Background: an optimization exercise with open tools, aiming at small area and a short achievable clock period. Do not read the settings as production practice. Only simulation tests tie the RTL to the original design; equivalence was not proved. No activity file was given, so power comes from the tool's default toggle rates.

## bus_mem_responder
module bus_mem_responder #(
  parameter logic [bus_pkg::ADDR_W-1:0] BASE = 20'h00000,
  parameter int                DEPTH_LOG2  = 8,
  parameter int                WAIT_STATES = 1,
  parameter logic [bus_pkg::DATA_W-1:0] FILL_BYTE = 8'hFF
) (
  input  logic              clk,
  input  logic              reset,
  input  logic              EN,
  input  logic              RD_WR,
  input  logic [bus_pkg::ADDR_W-1:0] Direction,
  input  logic [bus_pkg::DATA_W-1:0] Bus_in,
  output logic [bus_pkg::DATA_W-1:0] Bus_out,
  output logic              Bus_oe,
  output logic              READY,
  output logic              ERR,
  output logic              Busy
);
Settings: LEC_CHECK=0, CAP_MARGIN=20, CORE_MARGIN=2, CORE_UTILIZATION=40, CTS_CLUSTER_DIAMETER=100, CTS_CLUSTER_SIZE=24, SETUP_SLACK_MARGIN=2.8, SLEW_MARGIN=20, SYNTH_HIERARCHICAL=1; clock period 5.0 ns.
run.sh (not shown) runs the stock make flow with config.mk's settings and CLKGATE_MAP_FILE= SYNTH_SCRIPT=/design/flow/synth_recipe.tcl, a recipe that flattens the netlist after the stock synthesis.
Change:
--- a/flow/config.mk
+++ b/flow/config.mk
@@ -11,5 +11,5 @@
 export CTS_CLUSTER_DIAMETER = 100
 export CTS_CLUSTER_SIZE = 24
-export SETUP_SLACK_MARGIN = 2.8
+export SETUP_SLACK_MARGIN = 3.2
 export SLEW_MARGIN = 20
 export SYNTH_HIERARCHICAL = 1
Flip-flop and latch count stays the same.
Global-route usage is higher by 0.11 points.
Critical path depth is lower by 1.
Hold slack improved by 0.0042 ns.
Clock skew is lower by 0.0037 ns.
Cell area is higher by 1.8%.
Die area does not change.
Power is higher by 1.4%.
Change:
--- a/flow/config.mk
+++ b/flow/config.mk
@@ -11,5 +11,5 @@
 export CTS_CLUSTER_DIAMETER = 100
 export CTS_CLUSTER_SIZE = 24
-export SETUP_SLACK_MARGIN = 3.2
+export SETUP_SLACK_MARGIN = 3.0
 export SLEW_MARGIN = 20
 export SYNTH_HIERARCHICAL = 1
What happened:
- The new run passed the timing, DRC and antenna checks
- register-to-register slack gains 0.04 ns
- count of clock-buffer cells in the layout is lower by 1
- routed wire length is higher by 0.42%
- worst hold slack loses 0.011 ns
- non-clock buffer count is lower by 7
- setup slack loses 0.096 ns
- utilization is lower by 0.16 points

========
== main ==
bus_mem_responder, a different RTL version from the one above (not shown whole).
Size: about 4000 cells after synthesis, ~2100 flip-flops, about 56000 um^2 of cells after synthesis.
Design bus_mem_responder, start of the top module:
module bus_mem_responder #(
  parameter logic [bus_pkg::ADDR_W-1:0] BASE = 20'h00000,
  parameter int                DEPTH_LOG2  = 8,
  parameter int                WAIT_STATES = 1,
  parameter logic [bus_pkg::DATA_W-1:0] FILL_BYTE = 8'hFF
) (
  input  logic              clk,
  input  logic              reset,
  input  logic              EN,
  input  logic              RD_WR,
  input  logic [bus_pkg::ADDR_W-1:0] Direction,
  input  logic [bus_pkg::DATA_W-1:0] Bus_in,
  output logic [bus_pkg::DATA_W-1:0] Bus_out,
  output logic              Bus_oe,
  output logic              READY,
  output logic              ERR,
  output logic              Busy
);
clock: 5.0 ns
lec_check: 0
cap_margin: 20
core_margin: 2
core_utilization: 40
cts_cluster_diameter: 100
cts_cluster_size: 24
place_density: 0.5
setup_slack_margin: 3.2
slew_margin: 20
synth_hierarchical: 1
The following lists how the feature branch was set up differently from main:
# main
export LEC_CHECK = 0
export CAP_MARGIN = 20
export CORE_MARGIN = 2
export CORE_UTILIZATION = 40
export CTS_CLUSTER_DIAMETER = 100
export CTS_CLUSTER_SIZE = 24
export PLACE_DENSITY = 0.5
export SETUP_SLACK_MARGIN = 3.2
export SLEW_MARGIN = 20
export SYNTH_HIERARCHICAL = 1
create_clock -name core_clock -period 5.0 [get_ports {clk}]
# the feature branch
export LEC_CHECK = 0
export CAP_MARGIN = 20
export CORE_MARGIN = 2
export CORE_UTILIZATION = 40
export CTS_CLUSTER_DIAMETER = 100
export CTS_CLUSTER_SIZE = 24
export SETUP_SLACK_MARGIN = 3.2
export SLEW_MARGIN = 20
export SYNTH_HIERARCHICAL = 1
create_clock -name core_clock -period 5.0 [get_ports {clk}]
### Flow results
- The feature branch against main; first-iteration DRC count is up by more than 10%.
- The feature branch vs main — final setup slack of the worst path rose 0.0037 ns.
- main and the feature branch ended up with roughly the same vertical die dimension.
- On cell count after placement, main tracks the feature branch almost exactly.
- From main to the feature branch the numbers moved as follows: cell area held steady; total global-route track usage shrank by 1.1 points.
- ~same worst hold slack in the feature branch and main
- Re clock buffer count in the final layout: the feature branch is about 2.7% down on main.
- Changes observed in the feature branch relative to main: proportion of cell area occupied by multi-input gates shows no meaningful change; maximum clock frequency shows no meaningful change; combinational cell fraction of total power shows a reduction of 0.2 points.

re-timing with driven ports:
Ports are ideal in the flow. The routed layouts listed here were re-timed in OpenROAD. Step 1 (the two cells are an assumption about what drives the block):
set clk [get_ports {clk}]
set_driving_cell -lib_cell sky130_fd_sc_hd__clkbuf_16 $clk
set_driving_cell -lib_cell sky130_fd_sc_hd__buf_2 [delete_from_list [all_inputs] $clk]
Step 2 also shifts input and output timing later by t, the mid clock arrival at the registers, as if the neighbouring blocks saw the same clock. a / b / c = ideal ports / drivers / drivers and shift; a / b = the first two.
| run | t (ns) | setup slack, ns | clock arrival spread, ns |
|---|---|---|---|
| the first run of note 1 | 0.806 | 2.610 / 2.530 / 2.207 | 0.049 / 0.049 |
| the second run of note 1 | 0.786 | 2.703 / 2.630 / 2.358 | 0.039 / 0.039 |
| the third run of note 1 | 0.808 | 2.608 / 2.528 / 2.321 | 0.047 / 0.047 |
| main | 0.816 | 2.583 / 2.501 / 2.439 | 0.045 / 0.044 |
| the feature branch | 0.814 | 2.587 / 2.507 / 2.372 | 0.040 / 0.040 |
After both steps every run listed still meets setup and hold. The setup slack of the first run of note 1, which loses most, moves by -0.080 ns with the drivers and by -0.403 ns with both steps.
